What follows belongs to an exercise in optimizing a design on an open flow for small area, a short achievable clock period and few clock cycles per item; a production flow would make more cautious choices. At most, simulation tests tie the RTL to the original design; equivalence was not proved. The RTL of run 2 was laid out without a check of its function.

## flow/flow/run.sh

```bash
#!/bin/bash
# The standard layout, with the port buffers made from buf_4 cells instead
# of the delay buffers buffer_ports picks by default, and timing repair
# asked to leave a setup margin.
set -euo pipefail
bash standard.sh BUFFER_PORTS_ARGS="-buffer_cell sky130_fd_sc_hd__buf_4" SETUP_SLACK_MARGIN=6.85 finish > standard.log 2>&1
```

## flow/constraint.sdc

```tcl
create_clock -name core_clock -period 10.0 [get_ports {clk}]
set_input_delay 2.0000 -clock core_clock [delete_from_list [all_inputs] [get_ports {clk}]]
set_output_delay 2.0000 -clock core_clock [all_outputs]
set_load 0.01 [all_outputs]
```

## flow/design.v

```verilog
`default_nettype none
package nccPkg;
	parameter int FracBits = 5;
	parameter int PipeBits = 68;
endpackage
`default_nettype wire
`timescale 1ns/1ps
`default_nettype none
module logDecode (
	input logic [7:0] mag,
	output logic zero,
	output logic [2:0] exp,
	output logic [nccPkg::FracBits-1:0] frac
);
	logic [3:0] upper4;
	logic [1:0] upper2;
	logic [7:0] justified;
	always_comb begin
		exp[2] = |mag[7:4];
		upper4 = exp[2] ? mag[7:4] : mag[3:0];
		exp[1] = |upper4[3:2];
		upper2 = exp[1] ? upper4[3:2] : upper4[1:0];
		exp[0] = upper2[1];
	end
	assign justified = mag << (3'd7 - exp);
	assign frac = justified[6 -: nccPkg::FracBits];
	assign zero = (mag == 8'd0);
endmodule
`default_nettype wire
`timescale 1ns/1ps
`default_nettype none
module logTap (
	input logic [4:0] frac,
	input logic [3:0] expSum,
	input logic live,
	input logic descNeg,
	output logic [14:0] term,
	output logic neg
);
	logic [20:0] shifted;
	always_comb begin
		shifted = {15'd0, 1'b1, frac} << expSum;
		neg = descNeg && live;
		term = (shifted[19:5] & {15{live}}) ^ {15{neg}};
	end
endmodule
`default_nettype wire
`timescale 1ns/1ps
`default_nettype none
module tapArray (
	input logic clk,
	input logic rst,
	input logic shiftDesc,
	input logic shiftWin,
	input logic decNeg,
	input logic decZero,
	input logic [2:0] decExp,
	input logic [4:0] decFrac,
	input logic pipeLoad,
	output logic [nccPkg::PipeBits-1:0] pipe
);
	localparam int NumTaps = 8;
	localparam int PipeBits = nccPkg::PipeBits;
	logic [7:0] log0;
	logic [NumTaps-2:0][8:0] logStep;
	logic [NumTaps-1:0] dNeg;
	logic [NumTaps-1:0] dZero;
	logic [NumTaps-1:0] wZero;
	logic [NumTaps-1:0][8:0] logSum;
	logic [NumTaps-1:0][8:0] logNext;
	logic [NumTaps-1:0] wZeroNext;
	logic [NumTaps-1:0] negNext;
	logic [3:0] negCountNext;
	logic [3:0] negCount;
	logic [NumTaps-1:0][14:0] terms;
	logic [NumTaps-1:0] negs;
	logic [3:0] negHigh;
	logic [18:0] corr;
	logic [PipeBits-1:0] pipeNext;
	always_ff @(posedge clk or posedge rst) begin
		if (rst) begin
			log0 <= '0;
			logStep <= '0;
			dNeg <= '0;
			dZero <= '0;
		end else if (shiftDesc) begin
			log0 <= {decExp, decFrac};
			logStep <= {logStep[NumTaps-3:0], {1'b0, log0} - {1'b0, decExp, decFrac}};
			dNeg <= {dNeg[NumTaps-2:0], decNeg};
			dZero <= {dZero[NumTaps-2:0], decZero};
		end
	end
	always_comb begin
		wZeroNext = {wZero[NumTaps-2:0], decZero};
		negNext = dNeg & ~dZero & ~wZeroNext;
	end
	popCount8 negPop (.bits(negNext), .count(negCountNext));
	always_comb begin
		logNext[0] = {1'b0, log0} + {1'b0, decExp, decFrac};
		for (int i = 1; i < NumTaps; i++) logNext[i] = logSum[i-1] + logStep[i-1];
	end
	always_ff @(posedge clk) begin
		if (shiftWin) begin
			wZero <= wZeroNext;
			negCount <= negCountNext;
			logSum <= logNext;
		end
	end
	for (genvar i = 0; i < NumTaps; i++) begin : gTap
		logTap tap (.frac(logSum[i][4:0]), .expSum(logSum[i][8:5]),
			.live(!dZero[i] && !wZero[i]), .descNeg(dNeg[i]),
			.term(terms[i]), .neg(negs[i]));
	end
	always_comb begin
		negHigh = 4'd0 - negCount;
		corr = {negHigh, 11'd0, negCount};
	end
	logic s0, c0, s1, c1, s2, c2, s3, c3, s4, c4, s5, c5, s6, c6, s7, c7, s8, c8, s9, c9, s10, c10, s11, c11, s12, c12, s13, c13, s14, c14, s15, c15, s16, c16, s17, c17, s18, c18, s19, c19, s20, c20, s21, c21, s22, c22, s23, c23, s24, c24, s25, c25, s26, c26, s27, c27, s28, c28, s29, c29, s30, c30, s31, c31, s32, c32, s33, c33, s34, c34, s35, c35, s36, c36, s37, c37, s38, c38, s39, c39, s40, c40, s41, c41, s42, c42, s43, c43, s44, c44, s45, c45, s46, c46, s47, c47, s48, c48, s49, c49, s50, c50, s51, c51, s52, c52, s53, c53, s54, c54, s55, c55, s56, c56, s57, c57, s58, c58, s59, c59, s60, c60, s61, c61, s62, c62, s63, c63, s64, c64, s65, c65, s66, c66, s67, c67, s68, c68, s69, c69, s70, c70, s71, c71, s72, c72, s73, c73;
	assign s0 = terms[0][0] ^ terms[1][0] ^ terms[2][0];
	assign c0 = (terms[0][0] & terms[1][0]) | (terms[0][0] & terms[2][0]) | (terms[1][0] & terms[2][0]);
	assign s1 = terms[3][0] ^ terms[4][0];
	assign c1 = terms[3][0] & terms[4][0];
	assign s2 = terms[0][1] ^ terms[1][1] ^ terms[2][1];
	assign c2 = (terms[0][1] & terms[1][1]) | (terms[0][1] & terms[2][1]) | (terms[1][1] & terms[2][1]);
	assign s3 = terms[3][1] ^ terms[4][1] ^ terms[5][1];
	assign c3 = (terms[3][1] & terms[4][1]) | (terms[3][1] & terms[5][1]) | (terms[4][1] & terms[5][1]);
	assign s4 = terms[6][1] ^ terms[7][1];
	assign c4 = terms[6][1] & terms[7][1];
	assign s5 = terms[0][2] ^ terms[1][2] ^ terms[2][2];
	assign c5 = (terms[0][2] & terms[1][2]) | (terms[0][2] & terms[2][2]) | (terms[1][2] & terms[2][2]);
	assign s6 = terms[3][2] ^ terms[4][2] ^ terms[5][2];
	assign c6 = (terms[3][2] & terms[4][2]) | (terms[3][2] & terms[5][2]) | (terms[4][2] & terms[5][2]);
	assign s7 = terms[6][2] ^ terms[7][2] ^ corr[2];
	assign c7 = (terms[6][2] & terms[7][2]) | (terms[6][2] & corr[2]) | (terms[7][2] & corr[2]);
	assign s8 = terms[0][3] ^ terms[1][3] ^ terms[2][3];
	assign c8 = (terms[0][3] & terms[1][3]) | (terms[0][3] & terms[2][3]) | (terms[1][3] & terms[2][3]);
	assign s9 = terms[3][3] ^ terms[4][3] ^ terms[5][3];
	assign c9 = (terms[3][3] & terms[4][3]) | (terms[3][3] & terms[5][3]) | (terms[4][3] & terms[5][3]);
	assign s10 = terms[6][3] ^ terms[7][3] ^ corr[3];
	assign c10 = (terms[6][3] & terms[7][3]) | (terms[6][3] & corr[3]) | (terms[7][3] & corr[3]);
	assign s11 = terms[0][4] ^ terms[1][4] ^ terms[2][4];
	assign c11 = (terms[0][4] & terms[1][4]) | (terms[0][4] & terms[2][4]) | (terms[1][4] & terms[2][4]);
	assign s12 = terms[3][4] ^ terms[4][4] ^ terms[5][4];
	assign c12 = (terms[3][4] & terms[4][4]) | (terms[3][4] & terms[5][4]) | (terms[4][4] & terms[5][4]);
	assign s13 = terms[6][4] ^ terms[7][4];
	assign c13 = terms[6][4] & terms[7][4];
	assign s14 = terms[0][5] ^ terms[1][5] ^ terms[2][5];
	assign c14 = (terms[0][5] & terms[1][5]) | (terms[0][5] & terms[2][5]) | (terms[1][5] & terms[2][5]);
	assign s15 = terms[3][5] ^ terms[4][5] ^ terms[5][5];
	assign c15 = (terms[3][5] & terms[4][5]) | (terms[3][5] & terms[5][5]) | (terms[4][5] & terms[5][5]);
	assign s16 = terms[6][5] ^ terms[7][5];
	assign c16 = terms[6][5] & terms[7][5];
	assign s17 = terms[0][6] ^ terms[1][6] ^ terms[2][6];
	assign c17 = (terms[0][6] & terms[1][6]) | (terms[0][6] & terms[2][6]) | (terms[1][6] & terms[2][6]);
	assign s18 = terms[3][6] ^ terms[4][6] ^ terms[5][6];
	assign c18 = (terms[3][6] & terms[4][6]) | (terms[3][6] & terms[5][6]) | (terms[4][6] & terms[5][6]);
	assign s19 = terms[6][6] ^ terms[7][6];
	assign c19 = terms[6][6] & terms[7][6];
	assign s20 = terms[0][7] ^ terms[1][7] ^ terms[2][7];
	assign c20 = (terms[0][7] & terms[1][7]) | (terms[0][7] & terms[2][7]) | (terms[1][7] & terms[2][7]);
	assign s21 = terms[3][7] ^ terms[4][7] ^ terms[5][7];
	assign c21 = (terms[3][7] & terms[4][7]) | (terms[3][7] & terms[5][7]) | (terms[4][7] & terms[5][7]);
	assign s22 = terms[6][7] ^ terms[7][7];
	assign c22 = terms[6][7] & terms[7][7];
	assign s23 = terms[0][8] ^ terms[1][8] ^ terms[2][8];
	assign c23 = (terms[0][8] & terms[1][8]) | (terms[0][8] & terms[2][8]) | (terms[1][8] & terms[2][8]);
	assign s24 = terms[3][8] ^ terms[4][8] ^ terms[5][8];
	assign c24 = (terms[3][8] & terms[4][8]) | (terms[3][8] & terms[5][8]) | (terms[4][8] & terms[5][8]);
	assign s25 = terms[6][8] ^ terms[7][8];
	assign c25 = terms[6][8] & terms[7][8];
	assign s26 = terms[0][9] ^ terms[1][9] ^ terms[2][9];
	assign c26 = (terms[0][9] & terms[1][9]) | (terms[0][9] & terms[2][9]) | (terms[1][9] & terms[2][9]);
	assign s27 = terms[3][9] ^ terms[4][9] ^ terms[5][9];
	assign c27 = (terms[3][9] & terms[4][9]) | (terms[3][9] & terms[5][9]) | (terms[4][9] & terms[5][9]);
	assign s28 = terms[6][9] ^ terms[7][9];
	assign c28 = terms[6][9] & terms[7][9];
	assign s29 = terms[0][10] ^ terms[1][10] ^ terms[2][10];
	assign c29 = (terms[0][10] & terms[1][10]) | (terms[0][10] & terms[2][10]) | (terms[1][10] & terms[2][10]);
	assign s30 = terms[3][10] ^ terms[4][10] ^ terms[5][10];
	assign c30 = (terms[3][10] & terms[4][10]) | (terms[3][10] & terms[5][10]) | (terms[4][10] & terms[5][10]);
	assign s31 = terms[6][10] ^ terms[7][10];
	assign c31 = terms[6][10] & terms[7][10];
	assign s32 = terms[0][11] ^ terms[1][11] ^ terms[2][11];
	assign c32 = (terms[0][11] & terms[1][11]) | (terms[0][11] & terms[2][11]) | (terms[1][11] & terms[2][11]);
	assign s33 = terms[3][11] ^ terms[4][11] ^ terms[5][11];
	assign c33 = (terms[3][11] & terms[4][11]) | (terms[3][11] & terms[5][11]) | (terms[4][11] & terms[5][11]);
	assign s34 = terms[6][11] ^ terms[7][11];
	assign c34 = terms[6][11] & terms[7][11];
	assign s35 = terms[0][12] ^ terms[1][12] ^ terms[2][12];
	assign c35 = (terms[0][12] & terms[1][12]) | (terms[0][12] & terms[2][12]) | (terms[1][12] & terms[2][12]);
	assign s36 = terms[3][12] ^ terms[4][12] ^ terms[5][12];
	assign c36 = (terms[3][12] & terms[4][12]) | (terms[3][12] & terms[5][12]) | (terms[4][12] & terms[5][12]);
	assign s37 = terms[6][12] ^ terms[7][12];
	assign c37 = terms[6][12] & terms[7][12];
	assign s38 = terms[0][13] ^ terms[1][13] ^ terms[2][13];
	assign c38 = (terms[0][13] & terms[1][13]) | (terms[0][13] & terms[2][13]) | (terms[1][13] & terms[2][13]);
	assign s39 = terms[3][13] ^ terms[4][13] ^ terms[5][13];
	assign c39 = (terms[3][13] & terms[4][13]) | (terms[3][13] & terms[5][13]) | (terms[4][13] & terms[5][13]);
	assign s40 = terms[6][13] ^ terms[7][13];
	assign c40 = terms[6][13] & terms[7][13];
	assign s41 = terms[0][14] ^ terms[1][14] ^ terms[2][14];
	assign c41 = (terms[0][14] & terms[1][14]) | (terms[0][14] & terms[2][14]) | (terms[1][14] & terms[2][14]);
	assign s42 = terms[3][14] ^ terms[4][14] ^ terms[5][14];
	assign c42 = (terms[3][14] & terms[4][14]) | (terms[3][14] & terms[5][14]) | (terms[4][14] & terms[5][14]);
	assign s43 = terms[6][14] ^ terms[7][14];
	assign c43 = terms[6][14] & terms[7][14];
	assign s44 = terms[5][0] ^ terms[6][0] ^ terms[7][0];
	assign c44 = (terms[5][0] & terms[6][0]) | (terms[5][0] & terms[7][0]) | (terms[6][0] & terms[7][0]);
	assign s45 = corr[1] ^ s2 ^ s3;
	assign c45 = (corr[1] & s2) | (corr[1] & s3) | (s2 & s3);
	assign s46 = s4 ^ c0;
	assign c46 = s4 & c0;
	assign s47 = s5 ^ s6 ^ s7;
	assign c47 = (s5 & s6) | (s5 & s7) | (s6 & s7);
	assign s48 = c2 ^ c3 ^ c4;
	assign c48 = (c2 & c3) | (c2 & c4) | (c3 & c4);
	assign s49 = s8 ^ s9 ^ s10;
	assign c49 = (s8 & s9) | (s8 & s10) | (s9 & s10);
	assign s50 = c5 ^ c6 ^ c7;
	assign c50 = (c5 & c6) | (c5 & c7) | (c6 & c7);
	assign s51 = s11 ^ s12 ^ s13;
	assign c51 = (s11 & s12) | (s11 & s13) | (s12 & s13);
	assign s52 = c8 ^ c9 ^ c10;
	assign c52 = (c8 & c9) | (c8 & c10) | (c9 & c10);
	assign s53 = s14 ^ s15 ^ s16;
	assign c53 = (s14 & s15) | (s14 & s16) | (s15 & s16);
	assign s54 = c11 ^ c12 ^ c13;
	assign c54 = (c11 & c12) | (c11 & c13) | (c12 & c13);
	assign s55 = s17 ^ s18 ^ s19;
	assign c55 = (s17 & s18) | (s17 & s19) | (s18 & s19);
	assign s56 = c14 ^ c15 ^ c16;
	assign c56 = (c14 & c15) | (c14 & c16) | (c15 & c16);
	assign s57 = s20 ^ s21 ^ s22;
	assign c57 = (s20 & s21) | (s20 & s22) | (s21 & s22);
	assign s58 = c17 ^ c18 ^ c19;
	assign c58 = (c17 & c18) | (c17 & c19) | (c18 & c19);
	assign s59 = s23 ^ s24 ^ s25;
	assign c59 = (s23 & s24) | (s23 & s25) | (s24 & s25);
	assign s60 = c20 ^ c21 ^ c22;
	assign c60 = (c20 & c21) | (c20 & c22) | (c21 & c22);
	assign s61 = s26 ^ s27 ^ s28;
	assign c61 = (s26 & s27) | (s26 & s28) | (s27 & s28);
	assign s62 = c23 ^ c24 ^ c25;
	assign c62 = (c23 & c24) | (c23 & c25) | (c24 & c25);
	assign s63 = s29 ^ s30 ^ s31;
	assign c63 = (s29 & s30) | (s29 & s31) | (s30 & s31);
	assign s64 = c26 ^ c27 ^ c28;
	assign c64 = (c26 & c27) | (c26 & c28) | (c27 & c28);
	assign s65 = s32 ^ s33 ^ s34;
	assign c65 = (s32 & s33) | (s32 & s34) | (s33 & s34);
	assign s66 = c29 ^ c30 ^ c31;
	assign c66 = (c29 & c30) | (c29 & c31) | (c30 & c31);
	assign s67 = s35 ^ s36 ^ s37;
	assign c67 = (s35 & s36) | (s35 & s37) | (s36 & s37);
	assign s68 = c32 ^ c33 ^ c34;
	assign c68 = (c32 & c33) | (c32 & c34) | (c33 & c34);
	assign s69 = s38 ^ s39 ^ s40;
	assign c69 = (s38 & s39) | (s38 & s40) | (s39 & s40);
	assign s70 = c35 ^ c36 ^ c37;
	assign c70 = (c35 & c36) | (c35 & c37) | (c36 & c37);
	assign s71 = s41 ^ s42 ^ s43;
	assign c71 = (s41 & s42) | (s41 & s43) | (s42 & s43);
	assign s72 = c38 ^ c39 ^ c40;
	assign c72 = (c38 & c39) | (c38 & c40) | (c39 & c40);
	assign s73 = corr[15] ^ c41 ^ c42;
	assign c73 = (corr[15] & c41) | (corr[15] & c42) | (c41 & c42);
	assign pipeNext = {corr[18], corr[17], c73, corr[16], c72, c71, s73, c43, c70, c69, s72, s71, c68, c67, s70, s69, c66, c65, s68, s67, c64, c63, s66, s65, c62, c61, s64, s63, c60, c59, s62, s61, c58, c57, s60, s59, c56, c55, s58, s57, c54, c53, s56, s55, c52, c51, s54, s53, c50, c49, s52, s51, c48, c47, s50, s49, c46, c45, s48, s47, c44, s46, s45, c1, s44, s1, s0, corr[0]};
	always_ff @(posedge clk) begin
		if (pipeLoad) pipe <= pipeNext;
	end
endmodule
`default_nettype wire
`timescale 1ns/1ps
`default_nettype none
module popCount8 (
	input logic [7:0] bits,
	output logic [3:0] count
);
	logic [2:0] s1;
	logic [2:0] c1;
	logic s2;
	logic c2;
	logic s3;
	logic c3;
	logic c4;
	always_comb begin
		s1[0] = bits[0] ^ bits[1] ^ bits[2];
		c1[0] = (bits[0] & bits[1]) | (bits[0] & bits[2]) | (bits[1] & bits[2]);
		s1[1] = bits[3] ^ bits[4] ^ bits[5];
		c1[1] = (bits[3] & bits[4]) | (bits[3] & bits[5]) | (bits[4] & bits[5]);
		s1[2] = bits[6] ^ bits[7];
		c1[2] = bits[6] & bits[7];
		count[0] = s1[0] ^ s1[1] ^ s1[2];
		c2 = (s1[0] & s1[1]) | (s1[0] & s1[2]) | (s1[1] & s1[2]);
		s2 = c1[0] ^ c1[1] ^ c1[2];
		c3 = (c1[0] & c1[1]) | (c1[0] & c1[2]) | (c1[1] & c1[2]);
		count[1] = s2 ^ c2;
		c4 = s2 & c2;
		count[2] = c3 ^ c4;
		count[3] = c3 & c4;
	end
endmodule
`default_nettype wire
`timescale 1ns/1ps
`default_nettype none
module scoreResult (
	input logic clk,
	input logic rst,
	input logic advance,
	input logic [nccPkg::PipeBits-1:0] pipe,
	input logic sumValid,
	output logic [19:0] score,
	output logic scoreValid
);
	logic [18:0] rowA;
	logic [18:0] rowB;
	logic [18:0] sum;
	logic [18:0] scoreQ;
	logic s74, c74, s75, c75, s76, c76, s77, c77, s78, c78, s79, c79, s80, c80, s81, c81, s82, c82, s83, c83, s84, c84, s85, c85, s86, c86, s87, c87, s88, c88, s89, c89, s90, c90, s91, c91, s92, c92, s93, c93, s94, c94, s95, c95, s96, c96, s97, c97, s98, c98, s99, c99, s100, c100, s101, c101, s102, c102, s103, c103, s104, c104, s105, c105, s106, c106;
	assign s74 = pipe[0] ^ pipe[1];
	assign c74 = pipe[0] & pipe[1];
	assign s75 = pipe[4] ^ pipe[5] ^ pipe[6];
	assign c75 = (pipe[4] & pipe[5]) | (pipe[4] & pipe[6]) | (pipe[5] & pipe[6]);
	assign s76 = pipe[8] ^ pipe[9] ^ pipe[10];
	assign c76 = (pipe[8] & pipe[9]) | (pipe[8] & pipe[10]) | (pipe[9] & pipe[10]);
	assign s77 = pipe[12] ^ pipe[13] ^ pipe[14];
	assign c77 = (pipe[12] & pipe[13]) | (pipe[12] & pipe[14]) | (pipe[13] & pipe[14]);
	assign s78 = pipe[16] ^ pipe[17] ^ pipe[18];
	assign c78 = (pipe[16] & pipe[17]) | (pipe[16] & pipe[18]) | (pipe[17] & pipe[18]);
	assign s79 = pipe[20] ^ pipe[21] ^ pipe[22];
	assign c79 = (pipe[20] & pipe[21]) | (pipe[20] & pipe[22]) | (pipe[21] & pipe[22]);
	assign s80 = pipe[24] ^ pipe[25] ^ pipe[26];
	assign c80 = (pipe[24] & pipe[25]) | (pipe[24] & pipe[26]) | (pipe[25] & pipe[26]);
	assign s81 = pipe[28] ^ pipe[29] ^ pipe[30];
	assign c81 = (pipe[28] & pipe[29]) | (pipe[28] & pipe[30]) | (pipe[29] & pipe[30]);
	assign s82 = pipe[32] ^ pipe[33] ^ pipe[34];
	assign c82 = (pipe[32] & pipe[33]) | (pipe[32] & pipe[34]) | (pipe[33] & pipe[34]);
	assign s83 = pipe[36] ^ pipe[37] ^ pipe[38];
	assign c83 = (pipe[36] & pipe[37]) | (pipe[36] & pipe[38]) | (pipe[37] & pipe[38]);
	assign s84 = pipe[40] ^ pipe[41] ^ pipe[42];
	assign c84 = (pipe[40] & pipe[41]) | (pipe[40] & pipe[42]) | (pipe[41] & pipe[42]);
	assign s85 = pipe[44] ^ pipe[45] ^ pipe[46];
	assign c85 = (pipe[44] & pipe[45]) | (pipe[44] & pipe[46]) | (pipe[45] & pipe[46]);
	assign s86 = pipe[48] ^ pipe[49] ^ pipe[50];
	assign c86 = (pipe[48] & pipe[49]) | (pipe[48] & pipe[50]) | (pipe[49] & pipe[50]);
	assign s87 = pipe[52] ^ pipe[53] ^ pipe[54];
	assign c87 = (pipe[52] & pipe[53]) | (pipe[52] & pipe[54]) | (pipe[53] & pipe[54]);
	assign s88 = pipe[56] ^ pipe[57] ^ pipe[58];
	assign c88 = (pipe[56] & pipe[57]) | (pipe[56] & pipe[58]) | (pipe[57] & pipe[58]);
	assign s89 = pipe[60] ^ pipe[61] ^ pipe[62];
	assign c89 = (pipe[60] & pipe[61]) | (pipe[60] & pipe[62]) | (pipe[61] & pipe[62]);
	assign s90 = pipe[2] ^ pipe[3];
	assign c90 = pipe[2] & pipe[3];
	assign s91 = pipe[7] ^ s75 ^ c74;
	assign c91 = (pipe[7] & s75) | (pipe[7] & c74) | (s75 & c74);
	assign s92 = pipe[11] ^ s76 ^ c75;
	assign c92 = (pipe[11] & s76) | (pipe[11] & c75) | (s76 & c75);
	assign s93 = pipe[15] ^ s77 ^ c76;
	assign c93 = (pipe[15] & s77) | (pipe[15] & c76) | (s77 & c76);
	assign s94 = pipe[19] ^ s78 ^ c77;
	assign c94 = (pipe[19] & s78) | (pipe[19] & c77) | (s78 & c77);
	assign s95 = pipe[23] ^ s79 ^ c78;
	assign c95 = (pipe[23] & s79) | (pipe[23] & c78) | (s79 & c78);
	assign s96 = pipe[27] ^ s80 ^ c79;
	assign c96 = (pipe[27] & s80) | (pipe[27] & c79) | (s80 & c79);
	assign s97 = pipe[31] ^ s81 ^ c80;
	assign c97 = (pipe[31] & s81) | (pipe[31] & c80) | (s81 & c80);
	assign s98 = pipe[35] ^ s82 ^ c81;
	assign c98 = (pipe[35] & s82) | (pipe[35] & c81) | (s82 & c81);
	assign s99 = pipe[39] ^ s83 ^ c82;
	assign c99 = (pipe[39] & s83) | (pipe[39] & c82) | (s83 & c82);
	assign s100 = pipe[43] ^ s84 ^ c83;
	assign c100 = (pipe[43] & s84) | (pipe[43] & c83) | (s84 & c83);
	assign s101 = pipe[47] ^ s85 ^ c84;
	assign c101 = (pipe[47] & s85) | (pipe[47] & c84) | (s85 & c84);
	assign s102 = pipe[51] ^ s86 ^ c85;
	assign c102 = (pipe[51] & s86) | (pipe[51] & c85) | (s86 & c85);
	assign s103 = pipe[55] ^ s87 ^ c86;
	assign c103 = (pipe[55] & s87) | (pipe[55] & c86) | (s87 & c86);
	assign s104 = pipe[59] ^ s88 ^ c87;
	assign c104 = (pipe[59] & s88) | (pipe[59] & c87) | (s88 & c87);
	assign s105 = pipe[63] ^ s89 ^ c88;
	assign c105 = (pipe[63] & s89) | (pipe[63] & c88) | (s89 & c88);
	assign s106 = pipe[64] ^ pipe[65] ^ c89;
	assign c106 = (pipe[64] & pipe[65]) | (pipe[64] & c89) | (pipe[65] & c89);
	assign rowA = {pipe[67], pipe[66], s106, s105, s104, s103, s102, s101, s100, s99, s98, s97, s96, s95, s94, s93, s92, s91, s74};
	assign rowB = {1'b0, c106, c105, c104, c103, c102, c101, c100, c99, c98, c97, c96, c95, c94, c93, c92, c91, c90, s90};
	assign sum = rowA + rowB;
	always_ff @(posedge clk) begin
		if (advance) scoreQ <= sum;
	end
	assign score = {scoreQ[18], scoreQ};
	always_ff @(posedge clk or posedge rst) begin
		if (rst) begin
			scoreValid <= 1'b0;
		end else if (advance) begin
			scoreValid <= sumValid;
		end
	end
endmodule
`default_nettype wire
`timescale 1ns/1ps
`default_nettype none
module nccLogTop (
	input logic clk,
	input logic rst,
	input logic [8:0] inBeat,
	input logic inValid,
	output logic inReady,
	output logic signed [19:0] score,
	output logic scoreValid,
	input logic scoreReady
);
	logic advance;
	logic [8:0] beatQ;
	logic beatValid;
	logic [8:0] skidBeat;
	logic skidValid;
	logic inStall;
	logic beatLoad;
	logic beatZero;
	logic [2:0] beatExp;
	logic [4:0] beatFrac;
	logic [3:0] fill;
	logic chainScore;
	logic pipeScore;
	logic descBeat;
	logic winBeat;
	logic shiftDesc;
	logic shiftWin;
	logic [nccPkg::PipeBits-1:0] pipe;
	assign advance = !scoreValid || scoreReady;
	assign beatLoad = advance || !beatValid;
	always_ff @(posedge clk) begin
		if (beatLoad) beatQ <= skidValid ? skidBeat : inBeat;
		if (!skidValid) skidBeat <= inBeat;
	end
	always_ff @(posedge clk or posedge rst) begin
		if (rst) begin
			beatValid <= 1'b0;
			skidValid <= 1'b0;
		end else if (beatLoad) begin
			beatValid <= skidValid || inValid;
			skidValid <= 1'b0;
		end else if (inValid && !skidValid) begin
			skidValid <= 1'b1;
		end
	end
	always_ff @(posedge clk or posedge rst) begin
		if (rst) begin
			inStall <= 1'b0;
		end else if (beatLoad) begin
			inStall <= 1'b0;
		end else if (inValid) begin
			inStall <= 1'b1;
		end
	end
	assign inReady = !inStall;
	logDecode decode (
		.mag(beatQ[8] ? {1'b0, beatQ[6:0]} : beatQ[7:0]),
		.zero(beatZero), .exp(beatExp), .frac(beatFrac));
	assign descBeat = beatValid && beatQ[8];
	assign winBeat = beatValid && !beatQ[8];
	assign shiftDesc = advance && descBeat;
	assign shiftWin = advance && winBeat;
	always_ff @(posedge clk or posedge rst) begin
		if (rst) begin
			fill <= '0;
			chainScore <= 1'b0;
			pipeScore <= 1'b0;
		end else if (advance) begin
			chainScore <= winBeat && (fill >= 4'd7);
			pipeScore <= chainScore;
			if (descBeat) begin
				fill <= '0;
			end else if (winBeat && fill != 4'd8) begin
				fill <= fill + 1'b1;
			end
		end
	end
	tapArray taps (.clk, .rst, .shiftDesc, .shiftWin, .decNeg(beatQ[7]), .decZero(beatZero),
		.decExp(beatExp), .decFrac(beatFrac), .pipeLoad(advance), .pipe);
	scoreResult result (.clk, .rst, .advance, .pipe, .sumValid(pipeScore),
		.score, .scoreValid);
endmodule
`default_nettype wire
```

## flow/config.mk

```make
export PLATFORM = sky130hd
export DESIGN_NAME = nccLogTop
export DESIGN_NICKNAME = nccLogTop
export VERILOG_FILES = /design/flow/design.v
export SDC_FILE = /design/flow/constraint.sdc
export NUM_CORES = 4
export LEC_CHECK = 0
export ABC_AREA = 1
export CAP_MARGIN = 20
export CORE_MARGIN = 2
export CORE_UTILIZATION = 60
export SLEW_MARGIN = 20
```

## flow/standard.sh

```bash
#!/bin/bash
# synth_recipe.tcl (not shown) runs the flow's synth.tcl, then flattens the netlist and writes it again
# the make line also repeats each setting of config.mk as NAME=value (left out here)
make -C /OpenROAD-flow-scripts/flow DESIGN_CONFIG=/design/flow/config.mk WORK_HOME=/design/flow/orfs CLKGATE_MAP_FILE= SYNTH_SCRIPT=/design/flow/synth_recipe.tcl "${@:-finish}"
```

==> flow_summary.yaml, run 1 <==
timing:
  skew_ps: 16.6
  rsz0062_at_grt: "yes"
  post-route-period-util_pct: 31.7
  period_needed_ps: 3170
  slew_viol_final: 0
  maxSlewHeadroom_pct: 35.2
  fin_setup_tns_ps: 0
  fmax_mhz: 315
  fin_ws_ps: 6830
  setup_violations: 0
  worst_pin_slew_ps: 971
  finalHoldViolations: 0
cells_and_area:
  area_delta_synth_final_pct: 11.7
  post-route-cell-area_sq_um: 22200
  drive_gt1_share_pct: 8.18
  final_util_pct: 68.1
  final_nets: 2538
  antennaDiodeCount: 0
  fin_cells: 2776
  nFillCells: 2670
synth:
  synth-async-reset-ratio_pct: 33.9
  synth_area_sq_um: 19800
  synth_cells: 2260
  yosys.area.top_type: "edfxtp_1"
  yosys_most_used_dff: "edfxtp_1"
  ys_seq_elements: 286
  ys_warn_count: 6
  netlist_top_cells_area: "edfxtp_1 27%, dfrtp_1 12%, fa_1 11%"
  synth_cell_types: 49
  synth_top_cell_area_share_pct: 27.2
  yosysMostFrequentCell: "nand2_1"
  synth_nets: 2490
  yosysSeqAreaShare_pct: 40.4
  synth-edff-count: 180
  netlist_top_cells_count: "539 x nand2_1, 328 x inv_1, 198 x o21ai_0, 180 x edfxtp_1, 159 x nor2_1"
  avgSynthCellArea_sq_um: 8.78
min_path:
  worstHoldEndpoint: "skidBeat[0]"
  holdPathStages: 2
  hp-class: "register to register"
  hold_start: "skidBeat[0]"
worst_setup_path:
  r2r_slack_ps: 6830
  critical_path.max_fanout: 7
  path_depth: 8
  path_class: "register to register"
  end_kind: "register"
  path_cells: "nor2_2 -> nand3_1 -> nor4_4 -> nor3_1 -> fa_1 -> fa_1 -> ha_1 -> ha_1"
  timing.rr.end: "taps.negCount[2]"
  start_kind: "register"
  timing.critical_path.arrival_ps: 3430
  r2r_start: "beatQ[6]"
  crit_slowest_cell: "fa_1"
  crit_buf_inv: 0
  cp_slowest_stage_delay_ps: 490
  crit_family: "adder cells"
  critical_path_required_ps: 10260
  rr_worst_depth: 8
grt:
  grtUsageTotal_pct: 28.0
  grt_max_degree: 86
  grt.overflow.total: 0
  grt_pass1_vias: 14286
  grt_pass1_wl_um: 74200
  grt_antenna_before_repair: 0
cts:
  holdBufCountCts: 0
  clk_latency_ps: 510
  cts.sink_count: 286
  clkSlewWorstSetupHoldPaths_ps: 60
  cts_tree: "yes"
  numCtsBuffers: 34
  cts_max_level: 2
  root_buffer: "clkbuf_16"
  clk_path_buf_depth: 3
run_status:
  status: "finished clean"
place:
  dpl_worst_slack_ps: 6100
  io_buffers: 34
  dp.cells: 2691
  hpwl_um: 36700
  place_congestion: 0.942
  placed_area_sq_um: 20500
drt:
  num_vias: 15087
  wire_per_inst_um: 17.2
  drt_wl_total_um: 47700
  drt_first_pass_iters: 5
  final_antenna_net_count: 0
  drt_iter0_drc: 1309
  drc: 0
  viasPerCell: 5.43
die:
  pin_count: 35
  die_x_um: 186
  start_util_pct: 61.0
  die_h_um: 186
  rows: 66
  die_area_sq_um: 34500
  core_area_sq_um: 32500
job:
  drv_cap: 0
[how the worst max path moves through the flow]
stage / from / end / slack, ps
after CTS: beatQ[4] / taps.negCount[2] / 6710
final: beatQ[6] / taps.negCount[2] / 6830
after global routing: beatQ[4] / taps.logSum[8] / 6700
after floorplan: scoreReady / fill[3] / 5870
after detailed placement: scoreReady / taps.log0[0] / 6100
after global placement: scoreReady / taps.log0[0] / 6140
[through the flow]
stage	hold WS, ps
floorplan	418
global placement	432
detailed placement	439
CTS	456
global route	479
finish	454
[cell families after synthesis]
group,Yosys count,synth area share (%)
fa+ha+maj,217,17.7
simple gates,825,17.0
xor+xnor,144,6.36
buf+inv,392,7.69
flops,286,40.4
compound gates,392,10.7
mux,4,0.202
[per-layer routing]
metal,share of wire (%),GRT usage (%)
met5,0,0
met4,3.5,9.92
met3,4.6,3.19
met2,49,47.9
met1,43,37.0
[flip-flops by register name, indices dropped and copies added (netlist names)]
name,cells
beatQ,9
taps.logSum,72
taps.dZero,8
result.scoreValid,1
taps.pipe,68
skidBeat,9
inStall,1
taps.dNeg,8
taps.logStep,63
taps.log0,8
chainScore,1
taps.wZero,8
beatValid,1
result.scoreQ,19
pipeScore,1
taps.negCount,4
skidValid,1
fill,4
[cell usage in the layout (no fill, tap or decap), drive strengths merged, types with 59 or more instances in the layout]
cell and count:
o21ai 202, nand3 59, ha 112, nor2 167
dfrtp 97, edfxtp 180, a21oi 119, nand2 544
fa 105, xor2 115, inv 332
[worst register-to-register path, cell delays in order (launching register included)]
cell	delay (ps)
edfxtp_1	420
nor2_2	180
nand3_1	340
nor4_4	350
nor3_1	170
fa_1	490
fa_1	490
ha_1	210
ha_1	270
[what timing repair did]
item / in CTS / in global routing
endpoints found under the setup margin: 92 / 186
gates resized for setup: 11 / 49
pin swaps: 2 / 11
cloned: 1 / 2
setup buffers: 3 / 17
[layout make-up]
cell class | count | area [sq um] | area share (%)
tap | 442 | 553 | 2.50
clock buffer | 43 | 988 | 4.46
sequential | 286 | 8010 | 36.2
inverter | 342 | 1300 | 5.86
clock inverter | 19 | 330 | 1.49
timing repair inverter | 1 | 7.51 | 0.0339
timing repair buffer | 59 | 464 | 2.10
multi-input combinational | 1584 | 10500 | 47.4
Testbench counts, summed over its fixed seeds: cycles 3,360, items 2,848.
==> run 2: changes to the inputs <==
--- a/flow/design.v
+++ b/flow/design.v
@@ -10,10 +10,8 @@
 	input logic [7:0] mag,
 	output logic zero,
-	output logic [2:0] exp,
-	output logic [nccPkg::FracBits-1:0] frac
+	output logic [2:0] exp
 );
 	logic [3:0] upper4;
 	logic [1:0] upper2;
-	logic [7:0] justified;
 	always_comb begin
 		exp[2] = |mag[7:4];
@@ -23,6 +21,4 @@
 		exp[0] = upper2[1];
 	end
-	assign justified = mag << (3'd7 - exp);
-	assign frac = justified[6 -: nccPkg::FracBits];
 	assign zero = (mag == 8'd0);
 endmodule
@@ -413,5 +409,12 @@
 );
 	logic advance;
-	logic [8:0] beatQ;
+	logic [8:0] inSel;
+	logic [7:0] inMag;
+	logic inZero;
+	logic [2:0] inExp;
+	logic beatDesc;
+	logic beatSign;
+	logic [7:0] beatMag;
+	logic [7:0] beatJust;
 	logic beatValid;
 	logic [8:0] skidBeat;
@@ -432,6 +435,15 @@
 	assign advance = !scoreValid || scoreReady;
 	assign beatLoad = advance || !beatValid;
+	assign inSel = skidValid ? skidBeat : inBeat;
+	assign inMag = inSel[8] ? {1'b0, inSel[6:0]} : inSel[7:0];
+	logDecode decode (.mag(inMag), .zero(inZero), .exp(inExp));
 	always_ff @(posedge clk) begin
-		if (beatLoad) beatQ <= skidValid ? skidBeat : inBeat;
+		if (beatLoad) begin
+			beatDesc <= inSel[8];
+			beatSign <= inSel[7];
+			beatMag <= inMag;
+			beatZero <= inZero;
+			beatExp <= inExp;
+		end
 		if (!skidValid) skidBeat <= inBeat;
 	end
@@ -457,9 +469,8 @@
 	end
 	assign inReady = !inStall;
-	logDecode decode (
-		.mag(beatQ[8] ? {1'b0, beatQ[6:0]} : beatQ[7:0]),
-		.zero(beatZero), .exp(beatExp), .frac(beatFrac));
-	assign descBeat = beatValid && beatQ[8];
-	assign winBeat = beatValid && !beatQ[8];
+	assign beatJust = beatMag << (3'd7 - beatExp);
+	assign beatFrac = beatJust[6 -: nccPkg::FracBits];
+	assign descBeat = beatValid && beatDesc;
+	assign winBeat = beatValid && !beatDesc;
 	assign shiftDesc = advance && descBeat;
 	assign shiftWin = advance && winBeat;
@@ -479,5 +490,5 @@
 		end
 	end
-	tapArray taps (.clk, .rst, .shiftDesc, .shiftWin, .decNeg(beatQ[7]), .decZero(beatZero),
+	tapArray taps (.clk, .rst, .shiftDesc, .shiftWin, .decNeg(beatSign), .decZero(beatZero),
 		.decExp(beatExp), .decFrac(beatFrac), .pipeLoad(advance), .pipe);
 	scoreResult result (.clk, .rst, .advance, .pipe, .sumValid(pipeScore),
==> flow/flow/run.sh (replaced) <==
#!/bin/bash
# The standard layout, with the port buffers made from buf_4 cells instead
# of the delay buffers buffer_ports picks by default, and timing repair
# asked to leave a setup margin.
set -euo pipefail
bash standard.sh BUFFER_PORTS_ARGS="-buffer_cell sky130_fd_sc_hd__buf_4" SETUP_SLACK_MARGIN=6.9 finish > standard.log 2>&1
==> flow_summary.yaml, run 2 <==
die:
  pin_count: 35
  die_area_sq_um: 36700
  die_x_um: 192
  start_util_pct: 61.0
  rows: 68
  core_area_sq_um: 34600
  die_h_um: 192
cts:
  numCtsBuffers: 35
  cts_max_level: 2
  cts.sink_count: 290
  clk_path_buf_depth: 3
  clkSlewWorstSetupHoldPaths_ps: 60
  root_buffer: "clkbuf_16"
  holdBufCountCts: 0
  cts_tree: "yes"
  clk_latency_ps: 530
worst_setup_path:
  r2r_start: "taps.wZero[3]"
  endpoint: "inReady"
  critical_path_required_ps: 8000
  path_cells: "inv_2 -> buf_4"
  path_class: "register to primary output"
  cp_slowest_stage_delay_ps: 370
  timing.rr.end: "taps.pipe[12]"
  cp-startpoint: "inStall"
  crit_slowest_cell: "dfrtp_1"
  start_kind: "register"
  critical_path.max_fanout: 2
  rr_worst_depth: 10
  r2r_slack_ps: 7010
  end_kind: "primary output"
  timing.critical_path.arrival_ps: 1060
timing:
  period_needed_ps: 3060
  post-route-period-util_pct: 30.6
  fmax_mhz: 326
  fin_setup_tns_ps: 0
  slew_viol_final: 0
  setup_violations: 0
  skew_ps: 20.0
  rsz0062_at_grt: "yes"
  worst_pin_slew_ps: 823
  maxSlewHeadroom_pct: 45.1
  finalHoldViolations: 0
  whs_ps: 469
cells_and_area:
  antennaDiodeCount: 0
  area_delta_synth_final_pct: 9.06
  largest-register: "taps.logSum"
  post-route-cell-area_sq_um: 23000
  final_nets: 2816
  final_util_pct: 66.5
  multiInputGateArea_sq_um: 11300
  drive_gt1_share_pct: 8.04
  most-common-layout-cells: "833 x nand2_1, 313 x inv_1, 240 x nand3_1, 184 x edfxtp_1, 112 x ha_1"
  seq_area_sq_um: 8130
  largest_register_ffs: 72
  nFillCells: 2898
  layout.cells.most_common: "nand2_1"
  largest_registers: "taps.logSum x72, taps.pipe x68, taps.logStep x63"
synth:
  synth_cell_types: 48
  ys_seq_elements: 290
  yosysMostFrequentCell: "nand2_1"
  ys_warn_count: 6
  synth_top_cell_area_share_pct: 26.2
  synth_cells: 2553
  synth-async-reset-ratio_pct: 33.4
  netlist_top_cells_count: "835 x nand2_1, 318 x inv_1, 242 x nand3_1, 184 x edfxtp_1, 112 x ha_1"
  netlist_top_cells_area: "edfxtp_1 26%, nand2_1 15%, dfrtp_1 11%"
  synth-edff-count: 184
  synth_nets: 2783
  yosys.area.top_type: "edfxtp_1"
  yosys_most_used_dff: "edfxtp_1"
  avgSynthCellArea_sq_um: 8.27
  synth_area_sq_um: 21100
  yosysSeqAreaShare_pct: 38.5
drt:
  wire_per_inst_um: 17.2
  final_antenna_net_count: 0
  viasPerCell: 5.55
  drc: 0
  drt_wl_total_um: 52700
  drt_iter0_drc: 1450
  drt_first_pass_iters: 5
  num_vias: 17026
place:
  io_buffers: 34
  place_congestion: 0.977
  hpwl_um: 40800
  placed_area_sq_um: 21600
min_path:
  hp-class: "register to register"
grt:
  grt.overflow.total: 0
  grt_pass1_vias: 15642
  grt_antenna_before_repair: 0
  grtUsageTotal_pct: 29.5
  grt_pass1_wl_um: 83400
  grt_max_degree: 98
run_status:
  status: "finished clean"
job:
  drv_cap: 0
==> run 2: area by class of cell <==
class / instances / area share (%)
multi-input combinational: 1859 / 49.2
sequential: 290 / 35.3
inverter: 347 / 5.76
clock buffer: 44 / 4.17
tap: 455 / 2.47
timing repair buffer: 52 / 1.85
clock inverter: 20 / 1.20
timing repair inverter: 1 / 0.0326
==> run 2: worst min path at each step <==
stage	cells after the start	start	slack, ps	endpoint
6_report	1	pipeScore	470	result.scoreValid
2_1_floorplan	2	beatSign	430	taps.dNeg[0]
3_5_place_dp	1	pipeScore	460	result.scoreValid
4_1_cts	1	pipeScore	470	result.scoreValid
5_1_grt	1	pipeScore	480	result.scoreValid
3_3_place_gp	1	pipeScore	450	result.scoreValid
==> run 2: cells by family after synthesis <==
| family | after synthesis | synth area share [%] |
|---|---|---|
| AO/OA/AOI/OAI | 259 | 6.81 |
| adder cells (fa/ha/maj) | 217 | 16.6 |
| flip-flops | 290 | 38.5 |
| buffers and inverters | 404 | 8.04 |
| AND/OR/NAND/NOR | 1298 | 26.5 |
| XOR/XNOR | 85 | 3.53 |
==> run 2: metal layers <==
metal	GRT usage, %	vias up	wire length, um
met5	0	-	0
met4	9.26	0	1590
met3	3.91	81	2960
met2	47.2	498	24300
met1	42.0	8065	23800
li1	-	8382	-
==> run 2: worst max-delay path, delay by kind of cell, from the launching register on <==
family	cells	cell delay [ps]
buffers and inverters	2	170
DFF	1	370
==> run 2: per-stage QoR <==
| step | cells | setup WS, ps |
|---|---|---|
| after floorplan | 2553 | 4650 |
| after global routing | 3068 | 6890 |
| after detailed placement | 2990 | 5730 |
| after global placement | 2990 | 5780 |
| after CTS | 3058 | 6900 |
| final | 3068 | 6940 |
==> run 2: repair_timing <==
item | in CTS | in global routing
resized for setup | 8 | 15
endpoints found under the setup margin | 207 | 40
setup buffers | 3 | 10
pin swaps | 1 | 2
endpoints found under the hold margin | 0 | 0
cloned | 1 | 0

re-timing with driven ports:
No port has a modelled driver above. Below, the same layouts with a new extraction and two added sets of constraints.
Step 1 assumes that a clkbuf_16 drives the clock port and a buf_2 every other input.
Step 2 moves the port delays by t, midway between the first and last clock arrival at a register: inputs arrive t later, outputs are due t later. That takes back most of the time a late clock gives input paths.
Three values: no drivers, after step 1, after step 2; two values: the first two.
| run | shift t [ns] | slack for setup (ns) | worst setup path at the end |
|---|---|---|---|
| run 1 | 0.559 | 6.827 / 6.827 / 6.355 | input to register |
| run 2 | 0.579 | 6.937 / 6.882 / 6.426 | input to register |
After both steps every run listed still meets setup and hold. For run 2, which loses most, drivers alone change the setup slack by -0.055 ns; drivers and shift together by -0.511 ns.
